Source: an optimization exercise on an open RTL-to-GDS flow (aim: small area, a short achievable clock period and few clock cycles per item). Production flows keep margins and buffers that such runs may drop. Where RTL was checked, it was by simulation tests only, not by an equivalence proof against the original. The RTL of runs 2 and 3 was laid out without a check of its function. Power and IR drop assume default switching activity.

## config.mk

```make
export PLATFORM = sky130hd
export DESIGN_NAME = boreal_ledger
export DESIGN_NICKNAME = boreal_ledger
export VERILOG_FILES = /design/flow/design.v
export SDC_FILE = /design/flow/constraint.sdc
export NUM_CORES = 4
export LEC_CHECK = 0
export CAP_MARGIN = 20
export CORE_MARGIN = 2
export CORE_UTILIZATION = 40
export CTS_CLUSTER_DIAMETER = 80
export CTS_CLUSTER_SIZE = 30
export SETUP_SLACK_MARGIN = 2.8
export SLEW_MARGIN = 20
```

## standard.sh

```bash
#!/bin/bash
# synth_recipe.tcl (not shown) runs the flow's synth.tcl, then flattens the netlist and writes it again
# the make line also repeats each setting of config.mk as NAME=value (left out here)
make -C /OpenROAD-flow-scripts/flow DESIGN_CONFIG=/design/flow/config.mk WORK_HOME=/design/flow/orfs CLKGATE_MAP_FILE= SYNTH_SCRIPT=/design/flow/synth_recipe.tcl "${@:-finish}"
```

## constraint.sdc

```tcl
create_clock -name core_clock -period 5.0 [get_ports {clk}]
set_input_delay 1.0000 -clock core_clock [delete_from_list [all_inputs] [get_ports {clk}]]
set_output_delay 1.0000 -clock core_clock [all_outputs]
set_load 0.01 [all_outputs]
```

## flow/run.sh

```bash
#!/bin/bash
# The standard layout, with plain buffers (buf_2) instead of the default
# delay-type cell on the ports. Full tool output goes to standard.log here and
# to the ORFS logs under orfs/logs/.
set -euo pipefail
bash standard.sh "BUFFER_PORTS_ARGS=-buffer_cell sky130_fd_sc_hd__buf_2" finish > standard.log 2>&1
```

## design.v

```verilog
package boreal_ledger_pkg;
  localparam logic [31:0] LEDGER_CHAIN_SEED = 32'hB0EA_1000;
  typedef logic [0:0] rd_state_t;
  localparam rd_state_t R_IDLE    = 1'b0;
  localparam rd_state_t R_PRESENT = 1'b1;
  localparam int CHAIN_LSB     = 0;
  localparam int COMMITTED_BIT = 32;
  localparam int POLICY_LSB    = 33;
  localparam int NONCE_LSB     = 65;
  localparam int OPCODE_LSB    = 97;
  localparam int SEQ_LSB       = 129;
  localparam int ENTRY_W       = 161;
  function automatic logic [31:0] ledger_chain_mix(
    input logic [31:0] chain,
    input logic [31:0] seq,
    input logic [31:0] opcode,
    input logic [31:0] nonce,
    input logic [31:0] policy_hash,
    input logic        committed
  );
    ledger_chain_mix = {chain[26:0], chain[31:27]} ^ seq ^ opcode ^ nonce ^ policy_hash
           ^ {31'b0, committed};
  endfunction
endpackage
import boreal_ledger_pkg::*;
module boreal_ledger_mem
#(
  parameter int NS = 15,
  parameter int FW = 97
) (
  input  logic          clk,
  input  logic [NS-1:0] we,
  input  logic [FW-1:0] wr_data,
  input  logic [NS-1:0] rd_sel,
  output logic [FW-1:0] rd_data
);
  logic [FW-1:0] mem [NS];
  always_ff @(posedge clk) begin
    for (int i = 0; i < NS; i++) begin
      if (we[i]) begin
        mem[i] <= wr_data;
      end
    end
  end
  always_comb begin
    rd_data = '0;
    for (int i = 0; i < NS; i++) begin
      rd_data = rd_data | (mem[i] & {FW{rd_sel[i]}});
    end
  end
endmodule
import boreal_ledger_pkg::*;
module boreal_ledger
#(
  parameter int DEPTH = 16,
  parameter int AW    = $clog2(DEPTH)
) (
  input  logic          clk,
  input  logic          rst,
  input  logic          ledger_wr_en,
  input  logic [31:0]   wr_opcode,
  input  logic [31:0]   wr_nonce,
  input  logic          wr_committed,
  input  logic [31:0]   wr_policy_hash,
  input  logic          rd_ready,
  output logic          rd_valid,
  output logic [31:0]   rd_seq,
  output logic [31:0]   rd_opcode,
  output logic [31:0]   rd_nonce,
  output logic [31:0]   rd_policy_hash,
  output logic          rd_committed,
  output logic [31:0]   rd_chain,
  output logic [AW:0]   ledger_count,
  output logic          ledger_full,
  output logic          overflow,
  output logic [15:0]   drop_count,
  output logic [31:0]   chain_head
);
  localparam int NS = DEPTH - 2;    
  localparam int FW = 97;           
  logic [31:0]   seq_ctr;
  logic [NS-1:0] wr_oh;             
  logic [NS-1:0] rd_oh;             
  logic [NS-1:0] wr_free;           
  logic [NS-1:0] wr_oh_next;
  logic [AW-1:0] ring_cnt;          
  logic          ring_any;          
  logic          nx_valid;          
  logic [FW-1:0] nx_fields;
  logic          pop;
  logic          wr_accept;
  logic          head_load;
  logic          nx_load;
  logic [31:0]   chain_next;
  logic [31:0]   seq_inc;
  logic [31:0]   head_chain;
  logic [AW:0]   count_next;
  logic [AW:0]   count_inc;
  logic [AW:0]   count_dec;
  logic [AW-1:0] ring_inc;
  logic [AW-1:0] ring_dec;
  logic          c_all1, c_all0, r_all1, r_all0;
  logic          full_next;
  logic          cnt_up;
  logic          cnt_dn;
  logic          ring_up;
  logic          ring_dn;
  logic [AW-1:0] ring_cnt_next;
  logic          ring_any_next;
  logic [NS-1:0] ring_we;
  logic [FW-1:0] wr_fields;
  logic [FW-1:0] rg_fields;
  assign pop = rd_valid && rd_ready;
  assign wr_accept = ledger_wr_en && (!ledger_full || rd_ready);
  assign head_load = nx_valid && (!rd_valid || rd_ready);
  assign nx_load   = ring_any && (!nx_valid || head_load);
  assign chain_next = boreal_ledger_pkg::ledger_chain_mix(chain_head, seq_ctr, wr_opcode,
                                       wr_nonce, wr_policy_hash,
                                       wr_committed);
  assign wr_fields = {wr_opcode, wr_nonce, wr_policy_hash, wr_committed};
  assign ring_we = wr_free | (wr_oh & {NS{rd_ready}});
  assign wr_oh_next = wr_accept ? {wr_oh[NS-2:0], wr_oh[NS-1]} : wr_oh;
  boreal_ledger_mem #(
    .NS (NS),
    .FW (FW)
  ) u_mem (
    .clk     (clk),
    .we      (ring_we),
    .wr_data (wr_fields),
    .rd_sel  (rd_oh),
    .rd_data (rg_fields)
  );
  assign seq_inc    = rd_seq + 32'd1;
  assign head_chain = boreal_ledger_pkg::ledger_chain_mix(rd_chain, seq_inc, nx_fields[96:65],
                                       nx_fields[64:33], nx_fields[32:1],
                                       nx_fields[0]);
  always_comb begin
    c_all1 = 1'b1;
    c_all0 = 1'b1;
    for (int i = 0; i <= AW; i++) begin
      count_inc[i] = ledger_count[i] ^ c_all1;
      count_dec[i] = ledger_count[i] ^ c_all0;
      c_all1 = c_all1 & ledger_count[i];
      c_all0 = c_all0 & !ledger_count[i];
    end
    r_all1 = 1'b1;
    r_all0 = 1'b1;
    for (int i = 0; i < AW; i++) begin
      ring_inc[i] = ring_cnt[i] ^ r_all1;
      ring_dec[i] = ring_cnt[i] ^ r_all0;
      r_all1 = r_all1 & ring_cnt[i];
      r_all0 = r_all0 & !ring_cnt[i];
    end
  end
  assign cnt_up  = wr_accept && !pop;
  assign cnt_dn  = pop && !wr_accept;
  assign count_next = cnt_up ? count_inc : cnt_dn ? count_dec : ledger_count;
  assign full_next  = cnt_up ? (ledger_count == 5'd15) :
                      cnt_dn ? 1'b0 : ledger_full;
  assign ring_up  = wr_accept && !nx_load;
  assign ring_dn  = nx_load && !wr_accept;
  assign ring_cnt_next = ring_up ? ring_inc : ring_dn ? ring_dec : ring_cnt;
  assign ring_any_next = wr_accept || ring_cnt[AW-1:1] != '0 || (ring_cnt[0] && !nx_load);
  always_ff @(posedge clk) begin
    if (rst) begin
      seq_ctr      <= '0;
      chain_head   <= LEDGER_CHAIN_SEED;
      ledger_count <= '0;
      ledger_full  <= 1'b0;
      rd_valid     <= 1'b0;
      nx_valid     <= 1'b0;
      ring_any     <= 1'b0;
      ring_cnt     <= '0;
      overflow     <= 1'b0;
      drop_count   <= '0;
      rd_seq       <= '1;
      rd_chain     <= LEDGER_CHAIN_SEED;
      wr_oh        <= NS'(1);
      wr_free      <= NS'(1);
      rd_oh        <= NS'(1);
    end else begin
      if (wr_accept) begin
        seq_ctr    <= seq_ctr + 32'd1;
        chain_head <= chain_next;
      end else if (ledger_wr_en) begin
        overflow <= 1'b1;
        if (drop_count != 16'hFFFF) begin
          drop_count <= drop_count + 16'd1;
        end
      end
      if (nx_load) begin
        rd_oh <= {rd_oh[NS-2:0], rd_oh[NS-1]};
      end
      if (head_load) begin
        rd_seq   <= seq_inc;
        rd_chain <= head_chain;
      end
      ledger_count <= count_next;
      ledger_full  <= full_next;
      wr_oh        <= wr_oh_next;
      wr_free      <= wr_oh_next & {NS{!full_next}};
      rd_valid     <= head_load || (rd_valid && !rd_ready);
      nx_valid     <= nx_load || (nx_valid && !head_load);
      ring_any     <= ring_any_next;
      ring_cnt     <= ring_cnt_next;
    end
  end
  always_ff @(posedge clk) begin
    if (nx_load) begin
      nx_fields <= rg_fields;
    end
  end
  always_ff @(posedge clk) begin
    if (rst) begin
      {rd_opcode, rd_nonce, rd_policy_hash, rd_committed} <= '0;
    end else if (head_load) begin
      {rd_opcode, rd_nonce, rd_policy_hash, rd_committed} <= nx_fields;
    end
  end
endmodule
```

==> notes.md, run 1 <==
layout cells sized above 1=23.2%; Total Wirelength=216000 um; Initial Util=40.3%; status=finished clean; Ports=318; Reg clk slew, reported paths=0.11 ns; first-pass GRT wire length=294000 um; Synth area leaders=edfxtp_1 67%, dfxtp_1 9.2%, a22oi_1 4.5%; CP cell instances=buf_6; metal1 wirelength=84700 um; final RePlAce weighted congestion=0.856; Crit path arrival time=1.26 ns; Setup violations, final=0; CTS HTree Levels=3; Setup TNS Final=0 ns; Final min period=2.26 ns; Die Span Y=406 um; wire length on met2=99800 um; final worst-path cycle share=45.2%; Max-Cap Viols=0; RSZ-0062 raised after global routing=yes; met3 WL=22400 um; gr usage total=25.2%; Post-Synthesis Cells=4180; Worst setup EP type=output port; Synth cell types=55; Clock Latency Late Sink=0.76 ns; Fin. Hold Viols=0; highest clock rate=0.443 GHz; flops & latches, synth=1752; largest net degree at the start of global routing=100; Mapped Area=64700 sq um; top cell type's share of synthesized area=67.5%; leading area contributor after synthesis=edfxtp_1; Buffers on Ports=317; initial antenna violation count=49; P_leak=25.1 nW; Largest stage delay, worst path=0.40 ns; EDFF count, synth=1455; Cell Count, Final, Fillers Out=6868; Chip Width=406 um; Crit path buffers/inverters=1; delay-heaviest family, CP=flip-flops; dpl hpwl=123000 um; core footprint=161000 sq um; Hold Crit Class=register to register; sequential fraction of the synthesis area=76.7%; syn_area_per_cell=15.5 sq um; max_slew headroom=23.9%; dpl cells=6493; clk_skew=0.0443 ns; crit start category=register; synth warn=3; Iteration-0 DRC Markers=5598; Final Max Slew Viols=0; top_reg_cell synth=edfxtp_1; ANT nets after route=0; critical path class=register to output port; standard-cell rows=147; clock buffer depth=3; # DRC=0; via/cell ratio=5.95; clk root buf=clkbuf_16; wire per inst=31.4 um; net count after synthesis=4287; GR Overflow Total=0; maximum VDD drop=0.000324 V; worst-margin pin slew=1.14 ns; Syn-to-layout area delta=18.3%; total number of vias=40.9k; count of clock tree sinks=1752; DR pass1 iterations=5; CP max-delay cell=dfxtp_4; CP Max Fanout=4; die area=165000 sq um; Post-synth ARST share=0%; DR top layer=met5; number of global-route vias before repair=37.7k; CP required=4.00 ns; cts bufs inserted=74; TritonCTS clock tree=done; nets@finish=4770; PD cells=404 nW/um^2
## synthesized netlist by cell type (31+ instances only)
cell and number:
buf_1 31, xor2_1 57, nand4_1 121, nor4_1 31
xnor2_1 267, dfxtp_1 297, nand3_1 33, edfxtp_1 1455
o21ai_0 32, nand2_1 444, a22oi_1 388, nor3_1 47
nor2_1 117, a221oi_1 194, a21oi_1 163, a22o_1 97
clkbuf_1 211
## per-layer routing
layer	vias up	global-route usage [%]
met5	-	0
met4	42	9.44
met3	342	4.49
met2	2134	39.8
met1	21100	34.8
li1	17200	-
## flip-flops by register name (all words and copies together), names as in the netlist, 4 cells and up
name and count:
u_mem.mem 1358, nx_fields 97, chain_head 32, rd_chain 32, rd_nonce 32, rd_opcode 32, rd_policy_hash 32, rd_seq 32
seq_ctr 32, drop_count 16, rd_oh 14, wr_free 14, wr_oh 14, ledger_count 5, ring_cnt 4
## metrics by stage
stage	power, mW	util [%]	hold WS, ns	worst slack (ns)	cell area, sq um
after floorplan	20.3	-	0.437	2.23	65100
after global placement	22.4	43.2	0.440	1.23	69400
after detailed placement	22.5	43.2	0.444	1.26	69400
after CTS	30.7	47.1	0.455	2.70	75600
after global routing	31.9	47.7	0.468	2.71	76600
final	31.0	47.7	0.454	2.74	76600
## where the power goes
part	total, mW	internal, mW	switching, mW
Sequential	17.3	16.7	0.612
Combinational	6.09	2.49	3.60
Clock	7.60	2.95	4.65
Total	31.0	22.1	8.86
## cell families after synthesis
kind of cell	share of synthesized area, %
DFF	76.7
muxes	0.294
AOI/OAI and AO/OA	10.6
adders and majority gates	0.116
buffers and inverters	1.58
xor gates and xnor gates	4.38
and+or+nand+nor	6.37
## layout by cell type, fill, tap and decap left out, types with 83 or more instances in the layout
master        n
nand2_1     441
clkbuf_16    83
a21oi_1     158
edfxtp_1   1455
buf_2       101
a221oi_1    170
nand4_1     121
a22o_1       97
dfxtp_4      90
xnor2_1     267
buf_4       252
buf_6       228
dfxtp_2     140
a22oi_1     383
nor2_1      116
## area by class of cell
type	instances	area (sq um)
antenna	5	12.5
clock buffer	90	1930
clock inverter	26	354
fill	13600	84000
inverter	16	70.1
multi-input combinational	2163	14700
sequential	1752	50200
tap	2160	2700
timing repair buffer	656	6640
## worst paths after layout
check / endpoint / start / cells past startpoint / slack [ns]
worst max register to register: nx_fields[76]$_DFFE_PP_ / rd_oh[11]$_SDFFE_PP0P_ / 5 / 2.78
worst min register to register: rd_policy_hash[16]$_SDFFE_PP0P_ / rd_policy_hash[16]$_SDFFE_PP0P_ / 2 / 0.45
worst max-delay path: rd_seq[2] / rd_seq[2]$_SDFFE_PP1P_ / 1 / 2.74
worst min-delay path: rd_policy_hash[16]$_SDFFE_PP0P_ / rd_policy_hash[16]$_SDFFE_PP0P_ / 2 / 0.45
## timing repair
item | 4_1_cts | 5_1_grt
cloned | 8 | 8
endpoints found under the setup margin | 1008 | 277
gates resized for setup | 596 | 55
pin swaps | 20 | 29
setup buffers | 178 | 60
hold buffers | 0 | 0
endpoints found under the hold margin | 0 | 0
Testbench counts, summed over its fixed seeds: cycles 13,362, items 12,000.
==> run 2: changes to the inputs <==
--- a/design.v
+++ b/design.v
@@ -27,5 +27,6 @@
 #(
   parameter int NS = 15,
-  parameter int FW = 97
+  parameter int FW = 97,
+  parameter int LW = 49
 ) (
   input  logic          clk,
@@ -33,4 +34,5 @@
   input  logic [FW-1:0] wr_data,
   input  logic [NS-1:0] rd_sel,
+  input  logic [NS-1:0] rd_seln,
   output logic [FW-1:0] rd_data
 );
@@ -46,5 +48,5 @@
     rd_data = '0;
     for (int i = 0; i < NS; i++) begin
-      rd_data = rd_data | (mem[i] & {FW{rd_sel[i]}});
+      rd_data = rd_data | (mem[i] & {{(FW-LW){!rd_seln[i]}}, {LW{rd_sel[i]}}});
     end
   end
@@ -82,4 +84,5 @@
   logic [NS-1:0] wr_oh;             
   logic [NS-1:0] rd_oh;             
+  logic [NS-1:0] rd_ohn;            
   logic [NS-1:0] wr_free;           
   logic [NS-1:0] wr_oh_next;
@@ -129,4 +132,5 @@
     .wr_data (wr_fields),
     .rd_sel  (rd_oh),
+    .rd_seln (rd_ohn),
     .rd_data (rg_fields)
   );
@@ -179,4 +183,5 @@
       wr_free      <= NS'(1);
       rd_oh        <= NS'(1);
+      rd_ohn       <= ~NS'(1);
     end else begin
       if (wr_accept) begin
@@ -190,5 +195,6 @@
       end
       if (nx_load) begin
-        rd_oh <= {rd_oh[NS-2:0], rd_oh[NS-1]};
+        rd_oh  <= {rd_oh[NS-2:0], rd_oh[NS-1]};
+        rd_ohn <= {rd_ohn[NS-2:0], rd_ohn[NS-1]};
       end
       if (head_load) begin
--- a/config.mk
+++ b/config.mk
@@ -11,4 +11,4 @@
 export CTS_CLUSTER_DIAMETER = 80
 export CTS_CLUSTER_SIZE = 30
-export SETUP_SLACK_MARGIN = 2.8
+export SETUP_SLACK_MARGIN = 2.7
 export SLEW_MARGIN = 20
==> notes.md, run 2 <==
status=finished clean; Clock Latency Late Sink=0.73 ns; biggest regs=u_mem.mem (1358), nx_fields (97); pre-CTS WS=1.27 ns; TritonCTS clock tree=done; r2r worst-path depth=5; core footprint=162000 sq um; WHS=0.456 ns; number of global-route vias before repair=36.4k; Crit path arrival time=2.69 ns; clk_skew=0.0509 ns; Post-Synthesis Cells=4181; cts bufs inserted=73; Worst setup EP type=register; Buffers on Ports=317; clk root buf=clkbuf_16; dpl hpwl=125000 um; sequential fraction of the synthesis area=76.4%; count of clock tree sinks=1766; gr usage total=24.0%; post-route cell area=73800 sq um; Setup TNS Final=0 ns; Total Wirelength=207000 um; commonest non-fill, non-tap cell in the layout=edfxtp_1; Initial Util=40.2%; Fin. Hold Viols=0; Die Span Y=408 um; dpl cells=6496; wire per inst=30.9 um; critical path class=register to register; Synth area leaders=edfxtp_1 67%, dfxtp_1 9.5%, a221oi_1 3.2%; nets@finish=4587; # DRC=0; largest net degree at the start of global routing=175; Mapped Area=65300 sq um; flops & latches, synth=1766; highest clock rate=0.428 GHz; EDFF count, synth=1455; synth warn=3; syn_area_per_cell=15.6 sq um; maximum VDD drop=0.000396 V; top cell type's share of synthesized area=66.9%; final core occ=45.5%; Post-synth ARST share=0%; first-pass GRT wire length=286000 um; total number of vias=39.7k; top-count cell post-synth=edfxtp_1; CP Max Fanout=48; hold-critical path depth=2; Reg clk slew, reported paths=0.12 ns; die area=167000 sq um; commonest cells after routing, fill and taps aside=1455 x edfxtp_1, 383 x nand2_1, 276 x buf_2; Final Max Slew Viols=0; final RePlAce weighted congestion=0.891; P_leak=23.6 nW; Chip Width=408 um; Ports=318; Tot Pwr=29.5 mW; clock buffer depth=3; max reg flops=1358; Cell Count, Final, Fillers Out=6709; Max-Cap Viols=0; Final min period=2.34 ns; GR Overflow Total=0; initial antenna violation count=53; worst-margin pin slew=1.03 ns; CP required=5.35 ns; Synth cell types=57; final worst-path cycle share=46.8%; Commonest cells post-synth=1455 x edfxtp_1, 386 x nand2_1, 311 x dfxtp_1; PD cells=400 nW/um^2; Iteration-0 DRC Markers=5248; leading area contributor after synthesis=edfxtp_1; worst setup margin=2.66 ns; crit start category=register; RSZ-0062 raised after global routing=yes; DR pass1 iterations=5; Syn-to-layout area delta=13.0%; via/cell ratio=5.92; ANT nets after route=0; top_reg_cell synth=edfxtp_1; Area after DPL=69800 sq um; layout cells sized above 1=18.5%; standard-cell rows=148; CTS HTree Levels=3; net count after synthesis=4288; Setup violations, final=0; Biggest register=u_mem.mem; Hold Crit Class=register to register; max_slew headroom=31.4%
run 2: kinds of logic (layout without fill, tap and decap cells):
logic type / Yosys count / after routing / synth area share (%)
flip-flops: 1766 / 1766 / 76.4
other: 0 / 9 / 0
XOR/XNOR: 333 / 333 / 4.46
adder cells (fa/ha/maj): 6 / 6 / 0.115
buffers and inverters: 276 / 618 / 1.61
AO/OA/AOI/OAI: 917 / 917 / 10.9
multiplexers: 16 / 16 / 0.245
AND/OR/NAND/NOR: 867 / 869 / 6.25
run 2: area by class of cell:
| class | instances | area (sq um) |
|---|---|---|
| sequential | 1766 | 50300 |
| inverter | 24 | 171 |
| tap | 2175 | 2720 |
| clock buffer | 103 | 2020 |
| timing repair inverter | 2 | 17.5 |
| clock inverter | 17 | 204 |
| fill | 14200 | 88600 |
| antenna | 9 | 22.5 |
| timing repair buffer | 472 | 3450 |
| multi-input combinational | 2141 | 14900 |
run 2: metal layers:
metal / GRT usage (%) / vias up / share of wire (%)
met2: 36.5 / 2009 / 45
met3: 5.68 / 249 / 11
li1: - / 16900 / -
met5: 0 / - / 0.085
met1: 34.2 / 20500 / 41
met4: 6.90 / 32 / 2.9
run 2: final timing paths:
kind | from | endpoint | slack, ns
worst max register to register | rd_ohn[12]$_SDFFE_PP0P_ | nx_fields[58]$_DFFE_PP_ | 2.66
worst max-delay path | rd_ohn[12]$_SDFFE_PP0P_ | nx_fields[58]$_DFFE_PP_ | 2.66
worst min-delay path | rd_policy_hash[11]$_SDFFE_PP0P_ | rd_policy_hash[11]$_SDFFE_PP0P_ | 0.46
worst min register to register | rd_policy_hash[11]$_SDFFE_PP0P_ | rd_policy_hash[11]$_SDFFE_PP0P_ | 0.46
run 2: timing repair:
| item | 4_1_cts | 5_1_grt |
|---|---|---|
| setup buffers | 65 | 15 |
| hold buffers | 0 | 0 |
| pin swaps | 10 | 11 |
| gates cloned | 3 | 1 |
| endpoints found under the setup margin | 666 | 91 |
| gates resized for setup | 343 | 43 |
run 2: worst max-delay path, stage by stage (launching register included):
cell      delay [ns]
dfxtp_1         0.41
clkinv_2        0.06
buf_4           0.36
a221o_1         0.45
a221oi_1        0.23
nand3_1         0.38
run 2: report_power, final:
part,internal (mW),switching (mW),total (mW)
combinational,1.81,3.00,4.81
sequential,16.7,0.544,17.2
clock,2.95,4.54,7.49
total,21.4,8.09,29.5
==> run 3: changes to the inputs <==
--- a/config.mk
+++ b/config.mk
@@ -11,4 +11,4 @@
 export CTS_CLUSTER_DIAMETER = 80
 export CTS_CLUSTER_SIZE = 30
-export SETUP_SLACK_MARGIN = 2.7
+export SETUP_SLACK_MARGIN = 2.8
 export SLEW_MARGIN = 20
==> notes.md, run 3 <==
status=finished clean; delay-heaviest family, CP=flip-flops; dpl cells=6502; Buffers on Ports=317; Mapped Area=65300 sq um; number of global-route vias before repair=37.4k; commonest cells after routing, fill and taps aside=1455 x edfxtp_1, 382 x nand2_1, 236 x xnor2_1; Crit path arrival time=1.28 ns; Final Max Slew Viols=0; CP max-delay cell=dfxtp_4; hold buffer count at CTS=0; Synth area leaders=edfxtp_1 67%, dfxtp_1 9.5%, a221oi_1 3.2%; hold-critical path depth=2; leading area contributor after synthesis=edfxtp_1; net count after synthesis=4288; Crit path buffers/inverters=1; sequential fraction of the synthesis area=76.4%; total number of vias=40.4k; clock buffer depth=3; nets@finish=4683; TritonCTS clock tree=done; Reg clk slew, reported paths=0.11 ns; Clock Latency Late Sink=0.73 ns; commonest non-fill, non-tap cell in the layout=edfxtp_1; top-count cell post-synth=edfxtp_1; Hold Crit Class=register to register; DR pass1 iterations=6; Final min period=2.28 ns; Commonest cells post-synth=1455 x edfxtp_1, 386 x nand2_1, 311 x dfxtp_1; syn_area_per_cell=15.6 sq um; RSZ-0062 raised after global routing=yes; r2r worst-path depth=6; Setup violations, final=0; layout cells sized above 1=22.0%; Setup TNS Final=0 ns; CP cell instances=buf_6; Initial Util=40.2%; P_leak=24.6 nW; critical path class=register to output port; Critical Path Stages=1; Post-synth ARST share=0%; register area=50500 sq um; worst setup margin=2.72 ns; Hold Startpoint=rd_policy_hash[9]$_SDFFE_PP0P_; GR Overflow Total=0; CP required=4.00 ns; Fin. Hold Viols=0; Biggest register=u_mem.mem; core footprint=162000 sq um; pre-CTS WS=1.48 ns; final core occ=46.9%; max reg flops=1358; Largest stage delay, worst path=0.41 ns; count of clock tree sinks=1766; cts bufs inserted=74; dpl hpwl=125000 um; maximum VDD drop=0.000427 V; gr usage total=24.5%; Iteration-0 DRC Markers=5382; CP Max Fanout=3; die area=167000 sq um; via/cell ratio=5.94; clk root buf=clkbuf_16; Post-Synthesis Cells=4181; Chip Width=408 um; Syn-to-layout area delta=16.6%; initial antenna violation count=51; worst-margin pin slew=1.08 ns; WHS=0.457 ns; Die Span Y=408 um; Reg-to-Reg End=nx_fields[54]$_DFFE_PP_; biggest regs=u_mem.mem (1358), nx_fields (97); highest clock rate=0.438 GHz; max_slew headroom=27.7%; top_reg_cell synth=edfxtp_1; CTS HTree Levels=3; Cell Count, Final, Fillers Out=6804; flops & latches, synth=1766; FF-to-FF Start=rd_ohn[9]$_SDFFE_PP0P_; ANT nets after route=0; PD cells=399 nW/um^2; crit start category=register; # DRC=0; EDFF count, synth=1455; wire per inst=30.9 um; Total Wirelength=210000 um; Max-Cap Viols=0; standard-cell rows=148; Synth cell types=57; clk_skew=0.0536 ns; largest net degree at the start of global routing=173; Worst Hold Path EP=rd_policy_hash[9]$_SDFFE_PP0P_; synth warn=3; Ports=318; final RePlAce weighted congestion=0.895; area occupied by multi-input gates=15000 sq um; final worst-path cycle share=45.6%; top cell type's share of synthesized area=66.9%; Worst setup EP type=output port; R2R setup slack=2.77 ns; first-pass GRT wire length=292000 um; # fillers=13.9k
run 3: cell types whose count changed in the layout (fill, tap and decap cells not counted), moves of 5 or more:
| cell | change |
|---|---|
| buf_2 | -174 |
| buf_6 | +185 |
| dfxtp_2 | +40 |
| clkbuf_16 | +5 |
| dfxtp_1 | -66 |
| buf_8 | +7 |
| nand3_1 | -5 |
| buf_12 | +5 |
| clkinv_4 | -5 |
| dfxtp_4 | +26 |
| buf_4 | +70 |
run 3: kinds of logic after synthesis:
family | synth area share (%)
simple gates | 6.25
buf+inv | 1.61
fa+ha+maj | 0.115
compound gates | 10.9
mux | 0.245
xor+xnor | 4.46
flops | 76.4
run 3: metrics by stage:
stage / power [mW] / area [sq um]
final: 30.4 / 76200
after floorplan: 20.0 / 65600
after global placement: 21.8 / 69900
after detailed placement: 21.9 / 69900
after CTS: 30.3 / 75600
after global routing: 31.4 / 76200
run 3: worst max-delay path by stage:
stage	start	slack, ns	endpoint
floorplan	rd_ready	2.36	ledger_count[4]$_SDFFE_PP0P_
global placement	rd_ready	1.47	ledger_count[4]$_SDFFE_PP0P_
detailed placement	rd_ready	1.48	wr_free[13]$_SDFF_PP0_
CTS	chain_head[5]$_SDFFE_PP0P_	2.68	chain_head[5]
global route	rd_seq[2]$_SDFFE_PP1P_	2.69	rd_chain[17]$_SDFFE_PP1P_
finish	chain_head[2]$_SDFFE_PP0P_	2.72	chain_head[2]
run 3: timing repair:
action | CTS | global route
setup buffers | 139 | 25
pin swaps | 15 | 19
cloned | 5 | 4
resized for setup | 659 | 68
endpoints found under the setup margin | 1138 | 294
run 3: cell type report:
class	count	share of cell area, %
diodes	5	0.0164
clock buffers	104	2.80
clock inverters	20	0.361
inverters	24	0.255
multi-input cells	2143	19.7
flip-flops and latches	1766	66.2
well taps	2175	3.57
repair buffers	564	7.05
repair inverters	3	0.0345
run 3: per-layer routing:
layer / wire [um] / up-vias / global-route usage (%)
li1: - / 17100 / -
met1: 86800 / 20900 / 35.1
met2: 93800 / 2072 / 36.7
met3: 23300 / 274 / 6.21
met4: 6040 / 42 / 7.08
met5: 252 / - / 0
run 3: power by group:
part / total [mW] / internal (mW) / switching [mW]
Clock: 7.82 / 3.21 / 4.61
Sequential: 17.2 / 16.7 / 0.527
Combinational: 5.36 / 2.23 / 3.13
==> run 4: changes to the inputs <==
--- a/design.v
+++ b/design.v
@@ -27,6 +27,5 @@
 #(
   parameter int NS = 15,
-  parameter int FW = 97,
-  parameter int LW = 49
+  parameter int FW = 97
 ) (
   input  logic          clk,
@@ -34,5 +33,4 @@
   input  logic [FW-1:0] wr_data,
   input  logic [NS-1:0] rd_sel,
-  input  logic [NS-1:0] rd_seln,
   output logic [FW-1:0] rd_data
 );
@@ -48,5 +46,5 @@
     rd_data = '0;
     for (int i = 0; i < NS; i++) begin
-      rd_data = rd_data | (mem[i] & {{(FW-LW){!rd_seln[i]}}, {LW{rd_sel[i]}}});
+      rd_data = rd_data | (mem[i] & {FW{rd_sel[i]}});
     end
   end
@@ -84,5 +82,4 @@
   logic [NS-1:0] wr_oh;             
   logic [NS-1:0] rd_oh;             
-  logic [NS-1:0] rd_ohn;            
   logic [NS-1:0] wr_free;           
   logic [NS-1:0] wr_oh_next;
@@ -132,5 +129,4 @@
     .wr_data (wr_fields),
     .rd_sel  (rd_oh),
-    .rd_seln (rd_ohn),
     .rd_data (rg_fields)
   );
@@ -183,5 +179,4 @@
       wr_free      <= NS'(1);
       rd_oh        <= NS'(1);
-      rd_ohn       <= ~NS'(1);
     end else begin
       if (wr_accept) begin
@@ -195,6 +190,5 @@
       end
       if (nx_load) begin
-        rd_oh  <= {rd_oh[NS-2:0], rd_oh[NS-1]};
-        rd_ohn <= {rd_ohn[NS-2:0], rd_ohn[NS-1]};
+        rd_oh <= {rd_oh[NS-2:0], rd_oh[NS-1]};
       end
       if (head_load) begin
==> flow/run.sh (replaced) <==
#!/bin/bash
# The standard layout, with plain buffers (buf_2) on the ports and a fanout
# limit set before global placement (flow/fanout.tcl). Full tool output goes to
# standard.log here and to the ORFS logs under orfs/logs/.
set -euo pipefail
bash standard.sh "BUFFER_PORTS_ARGS=-buffer_cell sky130_fd_sc_hd__buf_2" \
  "PRE_GLOBAL_PLACE_TCL=$PWD/flow/fanout.tcl" finish > standard.log 2>&1
==> flow/fanout.tcl (new file) <==
# Cap net fanout so that repair_design builds buffer trees for the wide
# enable and select nets of the entry ring.
set_max_fanout 24 [current_design]
--- a/config.mk
+++ b/config.mk
@@ -11,4 +11,4 @@
 export CTS_CLUSTER_DIAMETER = 80
 export CTS_CLUSTER_SIZE = 30
-export SETUP_SLACK_MARGIN = 2.8
+export SETUP_SLACK_MARGIN = 2.7
 export SLEW_MARGIN = 20
==> notes.md, run 4 <==
Syn-to-layout area delta=13.7%; gr usage total=24.2%; max reg flops=1358; maximum VDD drop=0.000475 V; initial antenna violation count=51; Setup violations, final=0; largest net degree at the start of global routing=32; critical path class=register to register; sequential fraction of the synthesis area=76.7%; die area=165000 sq um; count of clock tree sinks=1752; register area=50000 sq um; switching power=8.69 mW; CP Max Fanout=22; PD cells=414 nW/um^2; P_leak=24.1 nW; final worst-path cycle share=48.2%; Iteration-0 DRC Markers=5287; Crit path arrival time=2.71 ns; RSZ-0062 raised after global routing=yes; Commonest cells post-synth=1455 x edfxtp_1, 444 x nand2_1, 388 x a22oi_1; Hold Crit Class=register to register; core footprint=161000 sq um; hold buffer count at CTS=0; number of global-route vias before repair=36.6k; DR pass1 iterations=6; Gate power share=18.0%; Sw Share=28.5%; Synth area leaders=edfxtp_1 67%, dfxtp_1 9.2%, a22oi_1 4.5%; Pint=21.8 mW; clock buffer depth=3; Post-Synthesis Cells=4180; dpl hpwl=135000 um; crit start category=register; Die Span Y=406 um; clk_skew=0.0411 ns; wire per inst=30.1 um; Buffers on Ports=317; worst-margin pin slew=1.18 ns; Mapped Area=64700 sq um; TritonCTS clock tree=done; Chip Width=406 um; status=finished clean; net count after synthesis=4287; syn_area_per_cell=15.5 sq um; Tot Pwr=30.4 mW; first-pass GRT wire length=284000 um; Ports=318; area occupied by multi-input gates=14500 sq um; top-count cell post-synth=edfxtp_1; nets@finish=4698; standard-cell rows=147; cts bufs inserted=75; clock share of power=25.4%; highest clock rate=0.415 GHz; total number of vias=39.9k; ANT nets after route=0; final RePlAce weighted congestion=0.900; top cell type's share of synthesized area=67.5%; GR Overflow Total=0; synth warn=3; leading area contributor after synthesis=edfxtp_1; EDFF count, synth=1455; Synth cell types=55; Reg clk slew, reported paths=0.11 ns; commonest cells after routing, fill and taps aside=1455 x edfxtp_1, 441 x nand2_1, 386 x a22oi_1; commonest non-fill, non-tap cell in the layout=edfxtp_1; Final Max Slew Viols=0; clk root buf=clkbuf_16; sequential share of power=56.7%; Setup TNS Final=0 ns; Total Wirelength=205000 um; layout cells sized above 1=19.6%; Final min period=2.41 ns; Post-synth ARST share=0%; Worst setup EP type=register; # fillers=14.0k; Clock Latency Late Sink=0.74 ns; CTS HTree Levels=3; final core occ=45.8%; biggest regs=u_mem.mem (1358), nx_fields (97); top_reg_cell synth=edfxtp_1; Fin. Hold Viols=0; flops & latches, synth=1752; Initial Util=40.3%; CP required=5.30 ns; # DRC=0; max_slew headroom=21.2%; Biggest register=u_mem.mem; Max-Cap Viols=0; via/cell ratio=5.87
## run 4: logic make-up after synthesis
group | count (synthesis) | synth area share [%]
AO/OA/AOI/OAI | 928 | 10.6
buffers and inverters | 268 | 1.58
flip-flops | 1752 | 76.7
multiplexers | 19 | 0.294
adder cells (fa/ha/maj) | 6 | 0.116
XOR/XNOR | 324 | 4.38
AND/OR/NAND/NOR | 883 | 6.37
## run 4: path summary, 6_finish.rpt
check,start,end,slack (ns),cells after the start
max,rd_oh[4]$_SDFFE_PP0P_,nx_fields[51]$_DFFE_PP_,2.59,6
min,rd_opcode[1]$_SDFFE_PP0P_,rd_opcode[1]$_SDFFE_PP0P_,0.46,2
max reg2reg,rd_oh[4]$_SDFFE_PP0P_,nx_fields[51]$_DFFE_PP_,2.59,6
min reg2reg,rd_opcode[1]$_SDFFE_PP0P_,rd_opcode[1]$_SDFFE_PP0P_,0.46,2
## run 4: worst max-delay path, stage by stage, from the launching register on
cell and delay [ns]:
dfxtp_4 0.44, buf_12 0.19, buf_4 0.22, a22oi_1 0.19, nand2_1 0.07, a221oi_1 0.24, nand4_1 0.55
## run 4: metrics by stage
| step | std cells | hold WS, ns | instance area [sq um] | setup WS (ns) |
|---|---|---|---|---|
| 3_5_place_dp | 6597 | 0.443 | 69800 | 1.28 |
| 5_1_grt | 6800 | 0.473 | 73600 | 2.53 |
| 3_3_place_gp | 6596 | 0.441 | 69700 | 1.29 |
| 2_1_floorplan | 4180 | 0.437 | 65000 | 2.23 |
| 4_1_cts | 6785 | 0.459 | 73300 | 2.68 |
| 6_report | 6806 | 0.458 | 73600 | 2.59 |
## run 4: per-layer routing
metal  GRT usage (%)  part of all wire (%)  vias up
met2            37.3                    45     2000
met3            4.82                    10      254
met1            34.5                    41    20600
met4            7.68                   3.3       42
li1                -                     -    17100
met5               0                  0.13        -
## run 4: cell type report
cell class,instances,share of cell area (%)
Clock buffer,89,2.68
Sequential cell,1752,67.9
Antenna cell,9,0.0306
Multi-Input combinational cell,2160,19.7
Timing Repair Buffer,585,5.37
Tap cell,2160,3.67
Inverter,16,0.0969
Clock inverter,34,0.544
Timing Repair inverter,1,0.0102
## run 4: what timing repair did
item / CTS / global route
gates cloned: 2 / 0
buffers inserted: 63 / 12
pin swaps: 17 / 16
endpoints found under the setup margin: 569 / 112
hold endpoints to repair: 0 / 0
resized for setup: 264 / 54
## run 4: power groups by stage
stage	Clock [mW]	Combinational, mW	Sequential (mW)
global placement	0	4.92	17.6
floorplan	0	2.91	17.4
finish	7.72	5.47	17.3
detailed placement	0	4.97	17.6
global route	8.28	5.83	17.3
CTS	7.80	5.35	17.3
Testbench counts of run 4, summed over its fixed seeds: cycles 13,362, items 12,000.

[re-timing with driven ports]
Ports are ideal in the flow. The routed layouts listed here were re-timed in OpenROAD.
Step 1: set_driving_cell puts a clkbuf_16 on clk and a buf_2 on each other input, an assumption about the parent block.
Step 2 moves the port delays by t, midway between the first and last clock arrival at a register: inputs arrive t later, outputs are due t later. That takes back most of the time a late clock gives input paths.
Slacks: ideal / step 1 / step 2; pairs: ideal / step 1.
run	t, ns	slack for setup (ns)	worst setup path after step 2	clock arrival spread, ns	pins driven straight from the clock port
run 1	0.810	2.740 / 2.656 / 2.054	input to register	0.057 / 0.057	1
run 2	0.789	2.661 / 2.616 / 2.051	input to register	0.059 / 0.058	1
run 3	0.794	2.718 / 2.633 / 2.067	input to register	0.058 / 0.057	1
run 4	0.808	2.589 / 2.589 / 1.969	input to register	0.048 / 0.047	1
After both steps setup and hold are still met in every run listed. For run 1, which loses most, drivers alone change the setup slack by -0.084 ns; drivers and shift together by -0.686 ns.
